Background: an optimization exercise with open tools, aiming at small area. Do not read the settings as production practice. Function was checked by simulation only, so behaviour that the tests miss may differ from the original. No activity file was given, so power comes from the tool's default toggle rates.

### flow/flow/abc.script
&get -n
&st
&synch2
&nf -a -F 10 -A 10
&st
&dch -f
&nf -a -F 10 -A 10
&put
### flow/flow/run.sh
#!/bin/bash
# Own layout flow: the standard ORFS flow with three changes.
#  1. Synthesis maps logic with an area-oriented ABC script (flow/abc.script)
#     in place of ORFS's abc_speed.script; everything else in synthesis,
#     including the flip-flop mapping and naming, is the standard one.
#  2. Port buffers are sky130_fd_sc_hd__buf_1 (every port still gets one).
#  3. CTS uses larger sink clusters and inserts no dummy loads.
# Each make step's full output is written to make_<step>.log here; ORFS keeps
# its per-stage logs under orfs/logs/.
set -euo pipefail
W=$(pwd)
rm -rf "$W/scripts_local"
cp -r "$FLOW_HOME/scripts" "$W/scripts_local"
cp "$W/flow/abc.script" "$W/scripts_local/abc_speed.script"
CTS="-sink_clustering_enable -repair_clock_nets -buf_list {sky130_fd_sc_hd__clkbuf_8 sky130_fd_sc_hd__clkbuf_16} -sink_clustering_size 30 -sink_clustering_max_diameter 60 -dont_use_dummy_load"
EXTRA="SCRIPTS_DIR=$W/scripts_local 'BUFFER_PORTS_ARGS=-buffer_cell sky130_fd_sc_hd__buf_1' 'CTS_ARGS=$CTS' "
sed -e "s|CLKGATE_MAP_FILE= |CLKGATE_MAP_FILE= $EXTRA|" standard.sh > own_standard.sh
grep -q "SCRIPTS_DIR=" own_standard.sh
bash own_standard.sh synth > make_synth.log 2>&1
bash own_standard.sh finish > make_finish.log 2>&1
test -s out/final.def
### flow/standard.sh
#!/bin/bash
# synth_recipe.tcl (not shown) runs the flow's synth.tcl, then flattens the netlist and writes it again
# the make line also repeats each setting of config.mk as NAME=value (left out here)
make -C /OpenROAD-flow-scripts/flow DESIGN_CONFIG=/design/flow/config.mk WORK_HOME=/design/flow/orfs CLKGATE_MAP_FILE= SYNTH_SCRIPT=/design/flow/synth_recipe.tcl "${@:-finish}"
### flow/constraint.sdc
create_clock -name core_clock -period 7.0 [get_ports {clk}]
set_input_delay 1.4000 -clock core_clock [delete_from_list [all_inputs] [get_ports {clk}]]
set_output_delay 1.4000 -clock core_clock [all_outputs]
set_load 0.01 [all_outputs]
### flow/config.mk
export PLATFORM = sky130hd
export DESIGN_NAME = sprite_engine
export DESIGN_NICKNAME = sprite_engine
export VERILOG_FILES = /design/flow/design.v
export SDC_FILE = /design/flow/constraint.sdc
export NUM_CORES = 4
export LEC_CHECK = 0
export CAP_MARGIN = 20
export CORE_MARGIN = 2
export CORE_UTILIZATION = 50
export SLEW_MARGIN = 20
### flow/design.v
package sprite_pkg;
  localparam int reg_data_width = 16;
  localparam int num_sprite_regs = 8;
  localparam int reg_addr_width = 3;
  localparam int sprite_id_width = 2;
  localparam int sprite_ctrl0 = 0;
  localparam int sprite_ctrl1 = 1;
  localparam int sprite_data_offset = 2;
  localparam int sprite_ref_xy = 3;
  localparam int sprite_color_key = 4;
  localparam int sprite_offset_x = 5;
  localparam int sprite_offset_y = 6;
  localparam int vram_addr_width = 16;
  localparam int data_addr_width = vram_addr_width + 1;
  localparam int coord_width = 8;
  localparam int sprite_min_size = 8;
  localparam int size_field_width = 2;
  localparam int dim_width = 7;
  localparam int palette_width = 4;
  localparam int ctrl0_enabled = 0;
  localparam int ctrl0_enable_scroll = 1;
  localparam int ctrl0_enable_transp = 2;
  localparam int ctrl0_enable_alpha = 3;
  localparam int ctrl0_enable_color = 4;
  localparam int ctrl0_flip_x = 5;
  localparam int ctrl0_flip_y = 6;
  localparam int ctrl0_flip_xy = 7;
  localparam int ctrl0_shift_data_offset = 8;
  localparam int ctrl0_palette_lsb = 12;
  localparam int ctrl1_hsize_lsb = 0;
  localparam int ctrl1_vsize_lsb = 2;
endpackage
import sprite_pkg::*;
module sprite_reg_file #(
  parameter int NUM_SPRITES = 4
) (
  input  logic                                       clk,
  input  logic                                       rst_n,
  input  logic                                       reg_wr,
  input  logic [sprite_id_width-1:0]                 reg_sprite,
  input  logic [reg_addr_width-1:0]                  reg_addr,
  input  logic [reg_data_width-1:0]                  reg_wdata,
  output logic [reg_data_width-1:0]                  reg_rdata,
  input  logic [sprite_id_width-1:0]                 sel_sprite,
  output logic [num_sprite_regs*reg_data_width-1:0]  sel_regs
);
  localparam int NW = NUM_SPRITES * num_sprite_regs;
  localparam int AW = sprite_id_width + reg_addr_width;
  logic [reg_data_width-1:0] regs_q [NW];
  logic [NW-1:0]             vld_q;
  logic host_in_range;
  assign host_in_range = ({1'b0, reg_sprite} < (sprite_id_width+1)'(NUM_SPRITES));
  logic [NW-1:0] wsel;
  always_comb begin
    for (int i = 0; i < NW; i++) wsel[i] = reg_wr && host_in_range && ({reg_sprite, reg_addr} == AW'(i));
  end
  always_ff @(posedge clk or negedge rst_n) begin
    if (!rst_n) vld_q <= '0;
    else        vld_q <= vld_q | wsel;
  end
  always_ff @(posedge clk) begin
    for (int i = 0; i < NW; i++)
      if (wsel[i]) regs_q[i] <= reg_wdata;
  end
  logic [AW-1:0] haddr;
  assign haddr = {reg_sprite, reg_addr};
  always_comb begin
    reg_rdata = '0;
    for (int i = 0; i < NW; i++)
      if (haddr == AW'(i) && vld_q[i]) reg_rdata = reg_rdata | regs_q[i];
    if (!host_in_range) reg_rdata = '0;
  end
  always_comb begin
    sel_regs = '0;
    for (int s = 0; s < NUM_SPRITES; s++)
      for (int r = 0; r < num_sprite_regs; r++)
        if (sel_sprite == sprite_id_width'(s) && vld_q[s*num_sprite_regs+r])
          sel_regs[r*reg_data_width +: reg_data_width] =
            sel_regs[r*reg_data_width +: reg_data_width] | regs_q[s*num_sprite_regs+r];
  end
endmodule
import sprite_pkg::*;
module sprite_reg_decoder (
  input  logic [num_sprite_regs*reg_data_width-1:0] regs,
  output logic                       enabled,
  output logic                       enable_scroll,
  output logic                       enable_transp,
  output logic                       enable_alpha,
  output logic                       enable_color,
  output logic                       flip_x,
  output logic                       flip_y,
  output logic                       flip_xy,
  output logic                       shift_offset,
  output logic [palette_width-1:0]   palette,
  output logic [size_field_width-1:0] hsize,
  output logic [size_field_width-1:0] vsize,
  output logic [reg_data_width-1:0]  data_offset,
  output logic [coord_width-1:0]     ref_x,
  output logic [coord_width-1:0]     ref_y,
  output logic [coord_width-1:0]     offset_x,
  output logic [coord_width-1:0]     offset_y,
  output logic [reg_data_width-1:0]  color_key
);
  logic [reg_data_width-1:0] ctrl0;
  logic [reg_data_width-1:0] ctrl1;
  logic [reg_data_width-1:0] ref_xy;
  assign ctrl0  = regs[sprite_ctrl0*reg_data_width +: reg_data_width];
  assign ctrl1  = regs[sprite_ctrl1*reg_data_width +: reg_data_width];
  assign ref_xy = regs[sprite_ref_xy*reg_data_width +: reg_data_width];
  assign enabled       = ctrl0[ctrl0_enabled];
  assign enable_scroll = ctrl0[ctrl0_enable_scroll];
  assign enable_transp = ctrl0[ctrl0_enable_transp];
  assign enable_alpha  = ctrl0[ctrl0_enable_alpha];
  assign enable_color  = ctrl0[ctrl0_enable_color];
  assign flip_x        = ctrl0[ctrl0_flip_x];
  assign flip_y        = ctrl0[ctrl0_flip_y];
  assign flip_xy       = ctrl0[ctrl0_flip_xy];
  assign shift_offset  = ctrl0[ctrl0_shift_data_offset];
  assign palette       = ctrl0[ctrl0_palette_lsb +: palette_width];
  assign hsize = ctrl1[ctrl1_hsize_lsb +: size_field_width];
  assign vsize = ctrl1[ctrl1_vsize_lsb +: size_field_width];
  assign data_offset = regs[sprite_data_offset*reg_data_width +: reg_data_width];
  assign ref_x = ref_xy[coord_width-1:0];
  assign ref_y = ref_xy[2*coord_width-1:coord_width];
  assign offset_x = regs[sprite_offset_x*reg_data_width +: coord_width];
  assign offset_y = regs[sprite_offset_y*reg_data_width +: coord_width];
  assign color_key = regs[sprite_color_key*reg_data_width +: reg_data_width];
endmodule
import sprite_pkg::*;
module sprite_pixel_locator #(
  parameter int DATA_OFFSET_SHIFT = 6
) (
  input  logic                        clk,
  input  logic                        rst_n,
  input  logic                        px_req,
  input  logic [coord_width-1:0]      px_x,
  input  logic [coord_width-1:0]      px_y,
  input  logic                        attr_enabled,
  input  logic                        attr_enable_scroll,
  input  logic                        attr_enable_transp,
  input  logic                        attr_enable_alpha,
  input  logic                        attr_enable_color,
  input  logic                        attr_flip_x,
  input  logic                        attr_flip_y,
  input  logic                        attr_flip_xy,
  input  logic                        attr_shift_offset,
  input  logic [palette_width-1:0]    attr_palette,
  input  logic [size_field_width-1:0] attr_hsize,
  input  logic [size_field_width-1:0] attr_vsize,
  input  logic [reg_data_width-1:0]   attr_data_offset,
  input  logic [coord_width-1:0]      attr_ref_x,
  input  logic [coord_width-1:0]      attr_ref_y,
  input  logic [coord_width-1:0]      attr_offset_x,
  input  logic [coord_width-1:0]      attr_offset_y,
  input  logic [reg_data_width-1:0]   attr_color_key,
  output logic                        px_valid,
  output logic                        px_hit,
  output logic [data_addr_width-1:0]  px_addr,
  output logic [palette_width-1:0]    px_palette,
  output logic                        px_transp,
  output logic                        px_alpha,
  output logic                        px_color,
  output logic [reg_data_width-1:0]   px_color_key
);
  function automatic logic [coord_width-1:0] sub3(
    input logic [coord_width-1:0] a,
    input logic [coord_width-1:0] b,
    input logic [coord_width-1:0] c
  );
    logic [coord_width-1:0] s, k;
    logic cy;
    for (int i = 0; i < coord_width; i++) begin
      s[i] = a[i] ^ b[i] ^ ~c[i];
      k[i] = (a[i] & b[i]) | (a[i] & ~c[i]) | (b[i] & ~c[i]);
    end
    sub3[0] = ~s[0];
    cy = s[0];
    for (int i = 1; i < coord_width; i++) begin
      sub3[i] = s[i] ^ k[i-1] ^ cy;
      cy = (s[i] & k[i-1]) | (s[i] & cy) | (k[i-1] & cy);
    end
  endfunction
  function automatic logic [coord_width-1:0] mirror(
    input logic [coord_width-1:0] l,
    input logic [coord_width-1:0] m,
    input logic                   f
  );
    logic p;
    p = 1'b0;
    for (int i = 0; i < coord_width; i++) begin
      mirror[i] = l[i] ^ (f & (m[i] | p));
      p = p | (l[i] & ~m[i]);
    end
  endfunction
  logic [coord_width-1:0]      lx, ly, fx, fy, tex_x, tex_y;
  logic [coord_width-1:0]      mask_x, mask_y;
  logic [size_field_width-1:0] psize;
  logic                        in_bounds;
  always_comb begin
    lx = sub3(px_x, attr_enable_scroll ? attr_offset_x : '0, attr_ref_x);
    ly = sub3(px_y, attr_enable_scroll ? attr_offset_y : '0, attr_ref_y);
    mask_x = {2'b00, attr_hsize == 2'd3, attr_hsize >= 2'd2, attr_hsize != 2'd0, 3'b111};
    mask_y = {2'b00, attr_vsize == 2'd3, attr_vsize >= 2'd2, attr_vsize != 2'd0, 3'b111};
    in_bounds = attr_enabled && ((lx & ~mask_x) == '0) && ((ly & ~mask_y) == '0);
    fx = mirror(lx, mask_x, attr_flip_x);
    fy = mirror(ly, mask_y, attr_flip_y);
    if (attr_flip_xy) begin
      tex_x = fy;
      tex_y = fx;
      psize = attr_vsize;
    end else begin
      tex_x = fx;
      tex_y = fy;
      psize = attr_hsize;
    end
  end
  logic                        a_valid;
  logic                        a_hit;
  logic [coord_width-1:0]      a_tex_x;
  logic [coord_width-1:0]      a_tex_y;
  logic [size_field_width-1:0] a_psize;
  logic [reg_data_width-1:0]   a_data_offset;
  logic                        a_shift_offset;
  logic [palette_width-1:0]    a_palette;
  logic                        a_transp;
  logic                        a_alpha;
  logic                        a_color;
  logic [reg_data_width-1:0]   a_color_key;
  always_ff @(posedge clk or negedge rst_n) begin
    if (!rst_n) a_valid <= 1'b0;
    else        a_valid <= px_req;
  end
  always_ff @(posedge clk) begin
    a_hit          <= in_bounds;
    a_tex_x        <= tex_x;
    a_tex_y        <= tex_y;
    a_psize        <= psize;
    a_data_offset  <= attr_data_offset;
    a_shift_offset <= attr_shift_offset;
    a_palette      <= attr_palette;
    a_transp       <= attr_enable_transp;
    a_alpha        <= attr_enable_alpha;
    a_color        <= attr_enable_color;
    a_color_key    <= attr_color_key;
  end
  logic [data_addr_width-1:0] off, row, col, next_addr;
  logic [7:0]                 cs_s, cs_k;
  logic [data_addr_width-9:0] hi;
  logic                       cy, pr;
  always_comb begin
    off = a_shift_offset ?
          data_addr_width'({a_data_offset, DATA_OFFSET_SHIFT'(0)}) :
          data_addr_width'(a_data_offset);
    row = data_addr_width'(a_tex_y) << (3 + a_psize);
    col = data_addr_width'(a_tex_x);
    for (int i = 0; i < 8; i++) begin
      cs_s[i] = off[i] ^ row[i] ^ col[i];
      cs_k[i] = (off[i] & row[i]) | (off[i] & col[i]) | (row[i] & col[i]);
    end
    next_addr[0] = cs_s[0];
    cy = 1'b0;
    for (int i = 1; i < 8; i++) begin
      next_addr[i] = cs_s[i] ^ cs_k[i-1] ^ cy;
      cy = (cs_s[i] & cs_k[i-1]) | (cs_s[i] & cy) | (cs_k[i-1] & cy);
    end
    pr = cs_k[7];
    for (int i = 8; i < data_addr_width; i++) begin
      hi[i-8] = off[i] ^ row[i] ^ pr;
      pr = (off[i] & row[i]) | (off[i] & pr) | (row[i] & pr);
    end
    for (int i = 8; i < data_addr_width; i++) begin
      next_addr[i] = hi[i-8] ^ cy;
      cy = cy & hi[i-8];
    end
  end
  always_ff @(posedge clk or negedge rst_n) begin
    if (!rst_n) begin
      px_valid <= 1'b0;
      px_hit   <= 1'b0;
    end else begin
      px_valid <= a_valid;
      px_hit   <= a_valid && a_hit;
    end
  end
  always_ff @(posedge clk) begin
    px_addr      <= next_addr;
    px_palette   <= a_palette;
    px_transp    <= a_transp;
    px_alpha     <= a_alpha;
    px_color     <= a_color;
    px_color_key <= a_color_key;
  end
endmodule
import sprite_pkg::*;
module sprite_engine #(
  parameter int NUM_SPRITES       = 4,
  parameter int DATA_OFFSET_SHIFT = 6
) (
  input  logic                       clk,
  input  logic                       rst_n,
  input  logic                       reg_wr,
  input  logic [sprite_id_width-1:0] reg_sprite,
  input  logic [reg_addr_width-1:0]  reg_addr,
  input  logic [reg_data_width-1:0]  reg_wdata,
  output logic [reg_data_width-1:0]  reg_rdata,
  input  logic                       px_req,
  input  logic [sprite_id_width-1:0] px_sprite,
  input  logic [coord_width-1:0]     px_x,
  input  logic [coord_width-1:0]     px_y,
  output logic                       px_valid,
  output logic                       px_hit,
  output logic [data_addr_width-1:0] px_addr,
  output logic [palette_width-1:0]   px_palette,
  output logic                       px_transp,
  output logic                       px_alpha,
  output logic                       px_color,
  output logic [reg_data_width-1:0]  px_color_key
);
  logic [num_sprite_regs*reg_data_width-1:0] bank_regs;
  logic                        attr_enabled;
  logic                        attr_enable_scroll;
  logic                        attr_enable_transp;
  logic                        attr_enable_alpha;
  logic                        attr_enable_color;
  logic                        attr_flip_x;
  logic                        attr_flip_y;
  logic                        attr_flip_xy;
  logic                        attr_shift_offset;
  logic [palette_width-1:0]    attr_palette;
  logic [size_field_width-1:0] attr_hsize;
  logic [size_field_width-1:0] attr_vsize;
  logic [reg_data_width-1:0]   attr_data_offset;
  logic [coord_width-1:0]      attr_ref_x;
  logic [coord_width-1:0]      attr_ref_y;
  logic [coord_width-1:0]      attr_offset_x;
  logic [coord_width-1:0]      attr_offset_y;
  logic [reg_data_width-1:0]   attr_color_key;
  sprite_reg_file #(
    .NUM_SPRITES (NUM_SPRITES)
  ) u_sprite_reg_file (
    .clk        (clk),
    .rst_n      (rst_n),
    .reg_wr     (reg_wr),
    .reg_sprite (reg_sprite),
    .reg_addr   (reg_addr),
    .reg_wdata  (reg_wdata),
    .reg_rdata  (reg_rdata),
    .sel_sprite (px_sprite),
    .sel_regs   (bank_regs)
  );
  sprite_reg_decoder u_sprite_reg_decoder (
    .regs          (bank_regs),
    .enabled       (attr_enabled),
    .enable_scroll (attr_enable_scroll),
    .enable_transp (attr_enable_transp),
    .enable_alpha  (attr_enable_alpha),
    .enable_color  (attr_enable_color),
    .flip_x        (attr_flip_x),
    .flip_y        (attr_flip_y),
    .flip_xy       (attr_flip_xy),
    .shift_offset  (attr_shift_offset),
    .palette       (attr_palette),
    .hsize         (attr_hsize),
    .vsize         (attr_vsize),
    .data_offset   (attr_data_offset),
    .ref_x         (attr_ref_x),
    .ref_y         (attr_ref_y),
    .offset_x      (attr_offset_x),
    .offset_y      (attr_offset_y),
    .color_key     (attr_color_key)
  );
  sprite_pixel_locator #(
    .DATA_OFFSET_SHIFT (DATA_OFFSET_SHIFT)
  ) u_sprite_pixel_locator (
    .clk                (clk),
    .rst_n              (rst_n),
    .px_req             (px_req),
    .px_x               (px_x),
    .px_y               (px_y),
    .attr_enabled       (attr_enabled),
    .attr_enable_scroll (attr_enable_scroll),
    .attr_enable_transp (attr_enable_transp),
    .attr_enable_alpha  (attr_enable_alpha),
    .attr_enable_color  (attr_enable_color),
    .attr_flip_x        (attr_flip_x),
    .attr_flip_y        (attr_flip_y),
    .attr_flip_xy       (attr_flip_xy),
    .attr_shift_offset  (attr_shift_offset),
    .attr_palette       (attr_palette),
    .attr_hsize         (attr_hsize),
    .attr_vsize         (attr_vsize),
    .attr_data_offset   (attr_data_offset),
    .attr_ref_x         (attr_ref_x),
    .attr_ref_y         (attr_ref_y),
    .attr_offset_x      (attr_offset_x),
    .attr_offset_y      (attr_offset_y),
    .attr_color_key     (attr_color_key),
    .px_valid           (px_valid),
    .px_hit             (px_hit),
    .px_addr            (px_addr),
    .px_palette         (px_palette),
    .px_transp          (px_transp),
    .px_alpha           (px_alpha),
    .px_color           (px_color),
    .px_color_key       (px_color_key)
  );
endmodule
==> flow_summary.ini, run 1 <==
[yosys]
ys_seq_area_share_pct = 72.53
synth.distinct_cells = 35
synth_xor_area_share_pct = 0.9059
yosysWarnings = 3
yosys.area_share.simple_pct = 9.049
synth_seq_cells = 646
synth_adder_area_share_pct = 4.291
syn_area_mm2 = 0.02514
avgSynthCellArea_um2 = 15.60
synth_top_family_by_area = compound AO/OA/AOI/OAI gates
synthesis.nets = 1712
synth_compound_area_share_pct = 11.31
synthCells = 1611
synthMuxAreaShare_pct = 1.224

[clock_tree]
cts_hold_buf = 0
numCtsBuffers = 44
clock_path_buffers = 3
cts_root_buffer = clkbuf_16
post_cts.repair.setup_buffers = 0
clock-sinks = 646
clk_latency_ns = 0.62
postCtsResizedCells = 0
clk_pin_slew_ns = 0.09
cts_tree = built
htreeDepth = 2

[setup_path]
endpoint_kind = flip-flop
cp_common_cell = fa_1
crit_fanout = 5
path_cells = buf_1 > nor2b_1 > and2_0 > a222oi_1 > nand2_1 > fa_1 > clkinv_1 > fa_1 > fa_1 > fa_1 > fa_1 > fa_1 > clkinv_1 > fa_1 > xor2_1 > xnor2_1 > xnor2_1 > xnor2_1 > xnor2_1 > mux2i_1
critPathRequiredTime_ns = 7.39
slowest_stage = fa_1
crit_path_max_incr_delay_ns = 0.54
arrival_ns = 6.86
setup.worst_path.class = input port to flip-flop
path_delay_family = adder cells
critPathBufInv = 3
rrSetupSlack_ns = 0.66
critPathLaunchType = input port

[timing]
fmax_mhz = 154.5
min_period_ns = 6.471
worstMarginPinSlew_ns = 1.215
drv_slew = 0
whs_ns = 0.3197
tns_ns = 0
finalSetupViolCount = 0
slew-limit-headroom_pct = 18.98
rsz0062_at_grt = no
hold_viol = 0
finalClockSkew_ns = 0.1015
period_share_pct = 92.44

[cells_and_area]
final_area_mm2 = 0.02848
drive_above_1_share_pct = 10.05
area_growth_syn_to_layout_pct = 13.31
fillers = 4088
multi_input_area_mm2 = 0.006819
final_cells = 2552
final_net_count = 1983
diodes = 0
seqCellArea_mm2 = 0.01823

[detailed_routing]
drc_errors = 0
wl_met1_mm = 36.67
dr_wl_met2_mm = 43.71
wl_met3_mm = 11.01
totalWireLength_mm = 98.37
ant_nets = 0
top_layer_used = met4
routedWlPerCell_um = 38.55
via_count = 17541
via_per_inst = 6.873
drt_pass1_iterations = 11
drt-initial-drc-count = 3627

[floorplanning]
rows = 82
io_pins = 101
die_height_um = 228.2
core_mm2 = 0.04986
start_util_pct = 50.41
dieArea_mm2 = 0.05208
die_w_um = 228.2

[global_routing]
grt-ovfl-total = 0
first_global_vias = 16786
grt_first_pass_wirelength_mm = 134.9
grt_max_degree = 36
antenna_found_initial = 0
track_usage_pct = 37.78

[place]
dpl.cell_count = 2508
place_area_mm2 = 0.02737
gp_congestion = 0.9641
portBuffers = 100
dp_hpwl_mm = 69.83

[outcome]
outcome = timing/DRC/antenna clean

[power]
p_per_area_mw_per_mm2 = 292.4
ir_drop_uv = 246.3
power_leakage_nw = 9.755

[hold_path]
hp-class = flip-flop to flip-flop

[flow_run]
cap_violations = 0
[Yosys cell counts]
library cell,instances,share of area (%)
and4_1,3,0.10
a222oi_1,166,6.6
nor2b_1,11,0.27
o21ai_0,12,0.24
nand4_1,25,0.62
mux2i_1,24,0.96
nand2b_1,7,0.17
ha_1,11,0.55
or4_1,11,0.33
nor3b_1,3,0.090
nor2_1,66,0.99
a221oi_1,27,0.94
fa_1,47,3.7
a21boi_0,5,0.15
clkinv_1,46,0.69
edfxtp_1,512,61
a21oi_1,29,0.58
nand2_1,206,3.1
nor3_1,8,0.16
o221ai_1,2,0.070
and2_0,17,0.42
and3b_1,3,0.10
xnor2_1,23,0.80
dfrtp_1,35,3.5
mux2_1,6,0.27
a31oi_1,4,0.10
dfxtp_1,99,7.9
nand3b_1,1,0.030
xor2_1,3,0.10
a22o_1,27,0.94
nand3_1,37,0.74
and3_1,42,1.0
or2_0,36,0.90
o22ai_1,4,0.10
a22oi_1,53,1.6
[registers in the layout (all words and copies together) (netlist names), 2 cells and up]
name and cells:
u_sprite_pixel_locator.a_tex_y 8, u_sprite_reg_file.vld_q 32, u_sprite_pixel_locator.a_data_offset 16, u_sprite_pixel_locator.a_tex_x 8
u_sprite_pixel_locator.px_addr 17, u_sprite_pixel_locator.px_palette 4, u_sprite_pixel_locator.a_color_key 16, u_sprite_reg_file.regs_q 512
u_sprite_pixel_locator.a_psize 2, u_sprite_pixel_locator.a_palette 4, u_sprite_pixel_locator.px_color_key 16
[worst register-to-register path, cell delays in order, from the launching register on]
cell	delay, ns
dfxtp_1	0.34
clkinv_1	0.18
ha_1	0.67
mux2_1	0.39
nand2_1	0.07
o21ai_0	0.12
and2_0	0.22
fa_1	0.50
fa_1	0.44
fa_1	0.38
fa_1	0.38
fa_1	0.38
fa_1	0.37
ha_1	0.20
ha_1	0.20
ha_1	0.19
ha_1	0.19
ha_1	0.18
ha_1	0.18
ha_1	0.19
ha_1	0.19
xor2_1	0.15
xnor2_1	0.12
[cells by family after synthesis]
group | after synthesis
compound gates | 329
xor+xnor | 26
fa+ha+maj | 58
buf+inv | 46
flops | 646
mux | 30
simple gates | 476
[final timing paths]
| check | startpoint | end | cells after the start |
|---|---|---|---|
| max | px_sprite[1] | u_sprite_pixel_locator.a_tex_x[7]$_DFF_P_ | 20 |
| min | u_sprite_pixel_locator.a_color_key[7]$_DFF_P_ | u_sprite_pixel_locator.px_color_key[7]$_DFF_P_ | 0 |
| max reg2reg | u_sprite_pixel_locator.a_psize[0]$_DFF_P_ | u_sprite_pixel_locator.px_addr[16]$_DFF_P_ | 22 |
| min reg2reg | u_sprite_pixel_locator.a_color_key[7]$_DFF_P_ | u_sprite_pixel_locator.px_color_key[7]$_DFF_P_ | 0 |
| max in group asynchronous | rst_n | u_sprite_reg_file.vld_q[30]$_DFF_PN0_ | 1 |
| min in group asynchronous | rst_n | u_sprite_reg_file.vld_q[0]$_DFF_PN0_ | 1 |
[through the flow]
stage	setup WS, ns	total power [mW]	util [%]
floorplan	0.2297	5.402	-
CTS	0.5826	8.355	57.10
finish	0.5293	8.327	57.12
detailed placement	0.06244	6.085	54.89
global route	0.2356	8.632	57.12
global placement	0.1503	6.069	54.89
[cell type report]
class                           instances  area share [%]
Sequential cell                       646           64.02
Timing Repair Buffer                  225           4.617
Multi-Input combinational cell        919           23.94
Tap cell                              672           2.952
Clock buffer                           44           3.866
Inverter                               46          0.6062
[cells in the final DEF, fill, tap and decap left out, types with 7 or more instances in the layout]
cell	instances
nor2b_1	11
or2_0	36
a222oi_1	166
clkinv_1	46
a22o_1	27
or4_1	11
nand2_1	206
a21oi_1	29
nand3_1	37
clkbuf_16	44
a22oi_1	53
fa_1	47
xnor2_1	23
edfxtp_1	512
buf_1	99
buf_4	125
nand2b_1	7
dfxtp_1	99
nand4_1	25
ha_1	11
mux2i_1	24
and3_1	41
dfrtp_1	35
o21ai_0	12
nor2_1	55
a221oi_1	27
and2_0	16
[metal layers]
layer	up-vias	GRT usage, %
li1	7074	-
met1	8885	52.15
met2	1373	56.78
met3	209	6.413
met4	0	22.61
met5	-	0
[power breakdown]
group          total [mW]  internal (mW)  switching [mW]
registers            4.52           4.38           0.147
clock network        2.32           1.11            1.21
logic                1.48          0.544           0.936
==> inputs of run 2 (changes only) <==
--- a/flow/flow/run.sh
+++ b/flow/flow/run.sh
@@ -12,7 +12,7 @@
 rm -rf "$W/scripts_local"
 cp -r "$FLOW_HOME/scripts" "$W/scripts_local"
 cp "$W/flow/abc.script" "$W/scripts_local/abc_speed.script"
-CTS="-sink_clustering_enable -repair_clock_nets -buf_list {sky130_fd_sc_hd__clkbuf_8 sky130_fd_sc_hd__clkbuf_16} -sink_clustering_size 30 -sink_clustering_max_diameter 60 -dont_use_dummy_load"
+CTS="-sink_clustering_enable -repair_clock_nets -buf_list {sky130_fd_sc_hd__clkbuf_8 sky130_fd_sc_hd__clkbuf_16} -sink_clustering_size 27 -sink_clustering_max_diameter 70 -dont_use_dummy_load"
 EXTRA="SCRIPTS_DIR=$W/scripts_local 'BUFFER_PORTS_ARGS=-buffer_cell sky130_fd_sc_hd__buf_1' 'CTS_ARGS=$CTS' "
 sed -e "s|CLKGATE_MAP_FILE= |CLKGATE_MAP_FILE= $EXTRA|" standard.sh > own_standard.sh
 grep -q "SCRIPTS_DIR=" own_standard.sh
==> run 2 against run 1 <==
First-iteration DRC count rose by 4.3%. Area after synthesis did not move. Maximum frequency is 0.60% higher. Largest power group unchanged. Total power is 2.0% lower.
==> flow_summary.ini, run 2 <==
[clock_tree]
clock-sinks = 646
cts_hold_buf = 0
htreeDepth = 2
post_cts.repair.setup_buffers = 0
cts_root_buffer = clkbuf_16
postCtsResizedCells = 0
numCtsBuffers = 38
clk_latency_ns = 0.61
cts_tree = built
clk_pin_slew_ns = 0.09
clock_path_buffers = 3

[power]
power.switching_mw = 2.275
sw_frac_of_total_pct = 27.87
power_frac_clock_pct = 26.5
power.internal_mw = 5.888
power_frac_seq_pct = 55.4
p_per_area_mw_per_mm2 = 288.1
power_mw = 8.163
ir_drop_uv = 261.7
pwr-share-comb_pct = 18.1
power_leakage_nw = 9.681

[floorplanning]
core_mm2 = 0.04986
rows = 82
start_util_pct = 50.41
dieArea_mm2 = 0.05208
die_height_um = 228.2
die_w_um = 228.2
io_pins = 101

[timing]
worstMarginPinSlew_ns = 1.218
finalClockSkew_ns = 0.06839
period_share_pct = 91.89
whs_ns = 0.3246
min_period_ns = 6.432
rsz0062_at_grt = no
tns_ns = 0
finalSetupViolCount = 0
hold_viol = 0
slew-limit-headroom_pct = 18.81
fin_ws_ns = 0.5679
fmax_mhz = 155.5
drv_slew = 0

[yosys]
synthesis.nets = 1712
ys.flop_type = edfxtp_1
yosysWarnings = 3
synth.distinct_cells = 35
synth_seq_cells = 646
synth_top_area_share_pct = 61.16
synth_common_cells = edfxtp_1, nand2_1, a222oi_1
synth.area.top_cells = edfxtp_1, dfxtp_1, a222oi_1
yosysMostFrequentCell = edfxtp_1
yosysTopAreaCell = edfxtp_1
synthCells = 1611
synthArstFlopShare_pct = 5.418
synth_edf_count = 512
avgSynthCellArea_um2 = 15.60
syn_area_mm2 = 0.02514
ys_seq_area_share_pct = 72.53

[setup_path]
crit_path_max_incr_delay_ns = 0.54
critPathLaunchType = input port
critPathBufInv = 4
slowest_stage = fa_1
setup.worst_path.class = input port to flip-flop
cp_common_cell = fa_1
path_delay_family = adder cells
path_cells = buf_1 > buf_4 > nor3b_2 > a222oi_1 > nand2_1 > fa_1 > clkinv_1 > fa_1 > fa_1 > fa_1 > fa_1 > fa_1 > clkinv_1 > fa_1 > xor2_1 > xnor2_1 > xnor2_1 > xnor2_1 > xnor2_1 > mux2i_1
arrival_ns = 6.85
endpoint_kind = flip-flop
critPathRequiredTime_ns = 7.42
crit_fanout = 20

[global_routing]
first_global_vias = 16731
grt-busiest-layer = met2
grt-ovfl-total = 0
antenna_found_initial = 0
grt_max_degree = 36
track_usage_pct = 37.72
met1_usage_pct = 51.99
grt_first_pass_wirelength_mm = 134.7
use_met2_pct = 56.67
met3_usage_pct = 6.388

[flow_run]
cap_violations = 0

[place]
dp_hpwl_mm = 69.83
dpl.cell_count = 2508
place_ws_ns = 0.06244
gp_congestion = 0.9641
portBuffers = 100
place_area_mm2 = 0.02737

[cells_and_area]
largest_reg_flops = 512
final_net_count = 1977
regMostFlops = u_sprite_reg_file.regs_q
final_cell_mix = edfxtp_1, nand2_1, a222oi_1
final_area_mm2 = 0.02833
largestRegisters = u_sprite_reg_file.regs_q (512), u_sprite_reg_file.vld_q (32), u_sprite_pixel_locator.px_addr (17)
diodes = 0
fin_util_pct = 56.82
final_common_cell = edfxtp_1
drive_above_1_share_pct = 9.765
area_growth_syn_to_layout_pct = 12.71
final_cells = 2546

[detailed_routing]
via_count = 17558
totalWireLength_mm = 98.30
ant_nets = 0
drt_pass1_iterations = 9
drt-initial-drc-count = 3782
routedWlPerCell_um = 38.61
drc_errors = 0
via_per_inst = 6.896

[hold_path]
hp-class = flip-flop to flip-flop

[outcome]
outcome = timing/DRC/antenna clean
-- run 2: cell types whose count changed in the layout (fill, tap and decap cells not counted), sizes merged --
cell    delta
clkbuf     -6
-- run 2: layout make-up --
cell class	count	area [um^2]
well taps	672	840.8
clock buffers	38	950.9
flip-flops and latches	646	18230
inverters	46	172.7
multi-input cells	919	6819
repair buffers	225	1315
fillers	4115	21530
-- run 2: worst paths after layout --
check / from / endpoint / slack [ns] / depth (start not counted)
min reg2reg: u_sprite_pixel_locator.a_palette[0]$_DFF_P_ / u_sprite_pixel_locator.px_palette[0]$_DFF_P_ / 0.32 / 0
max reg2reg: u_sprite_pixel_locator.a_psize[0]$_DFF_P_ / u_sprite_pixel_locator.px_addr[16]$_DFF_P_ / 0.67 / 22
max: px_sprite[1] / u_sprite_pixel_locator.a_tex_x[7]$_DFF_P_ / 0.57 / 20
min in group asynchronous: rst_n / u_sprite_pixel_locator.px_valid$_DFF_PN0_ / 0.96 / 1
min: u_sprite_pixel_locator.a_palette[0]$_DFF_P_ / u_sprite_pixel_locator.px_palette[0]$_DFF_P_ / 0.32 / 0
max in group asynchronous: rst_n / u_sprite_reg_file.vld_q[2]$_DFF_PN0_ / 5.39 / 1
-- run 2: layer usage --
layer | vias to the layer above | routed length, um
li1 | 7053 | -
met1 | 8936 | 36990
met2 | 1343 | 43360
met3 | 226 | 10690
met4 | 0 | 7261
met5 | - | 0
-- run 2: worst register-to-register path: stages (launching register included) --
cell	delay [ns]
dfxtp_1	0.35
clkinv_1	0.18
ha_1	0.66
mux2_1	0.40
nand2_1	0.07
o21ai_0	0.13
and2_0	0.22
fa_1	0.50
fa_1	0.45
fa_1	0.38
fa_1	0.38
fa_1	0.38
fa_1	0.37
ha_1	0.20
ha_1	0.20
ha_1	0.19
ha_1	0.19
ha_1	0.18
ha_1	0.18
ha_1	0.19
ha_1	0.19
xor2_1	0.15
xnor2_1	0.12
-- run 2: power by group through the flow --
stage	sequential [mW]	combinational, mW	clock (mW)
floorplan	4.57	0.830	0
global placement	4.61	1.46	0
detailed placement	4.60	1.48	0
CTS	4.52	1.49	2.17
global route	4.54	1.62	2.29
finish	4.52	1.48	2.16
-- run 2: cell families (layout without fill, tap and decap cells) --
family                     count (synthesis)  in the layout  synth area share (%)
DFF                                      646            646                 72.53
and+or+nand+nor                          476            476                 9.049
AOI/OAI and AO/OA                        329            329                 11.31
adders and majority gates                 58             58                 4.291
buffers and inverters                     46            309                0.6869
muxes                                     30             30                 1.224
xor gates and xnor gates                  26             26                0.9059

[separate check: timing with driven ports]
No port has a modelled driver above. Below, the same layouts with a new extraction and two added sets of constraints.
Step 1 assumes that a clkbuf_16 drives the clock port and a buf_2 every other input.
Step 2, shift: input delay + t, output delay - t, t = (earliest + latest rising clock arrival at the registers) / 2. This alone moves slack from input paths to output paths.
a / b / c = ideal ports / drivers / drivers and shift; a / b = the first two.
run	t (ns)	setup slack, ns	worst setup path after step 2	latest minus earliest clock arrival (ns)	cell pins on the clock port's net
run 1	0.634	0.529 / 0.520 / -0.071	input to register	0.102 / 0.102	1
run 2	0.635	0.568 / 0.565 / -0.037	input to register	0.069 / 0.069	1
Met with ideal ports but missed after step 2: setup timing in run 1 and run 2. For run 2, which loses most, drivers alone change the setup slack by -0.003 ns; drivers and shift together by -0.605 ns.
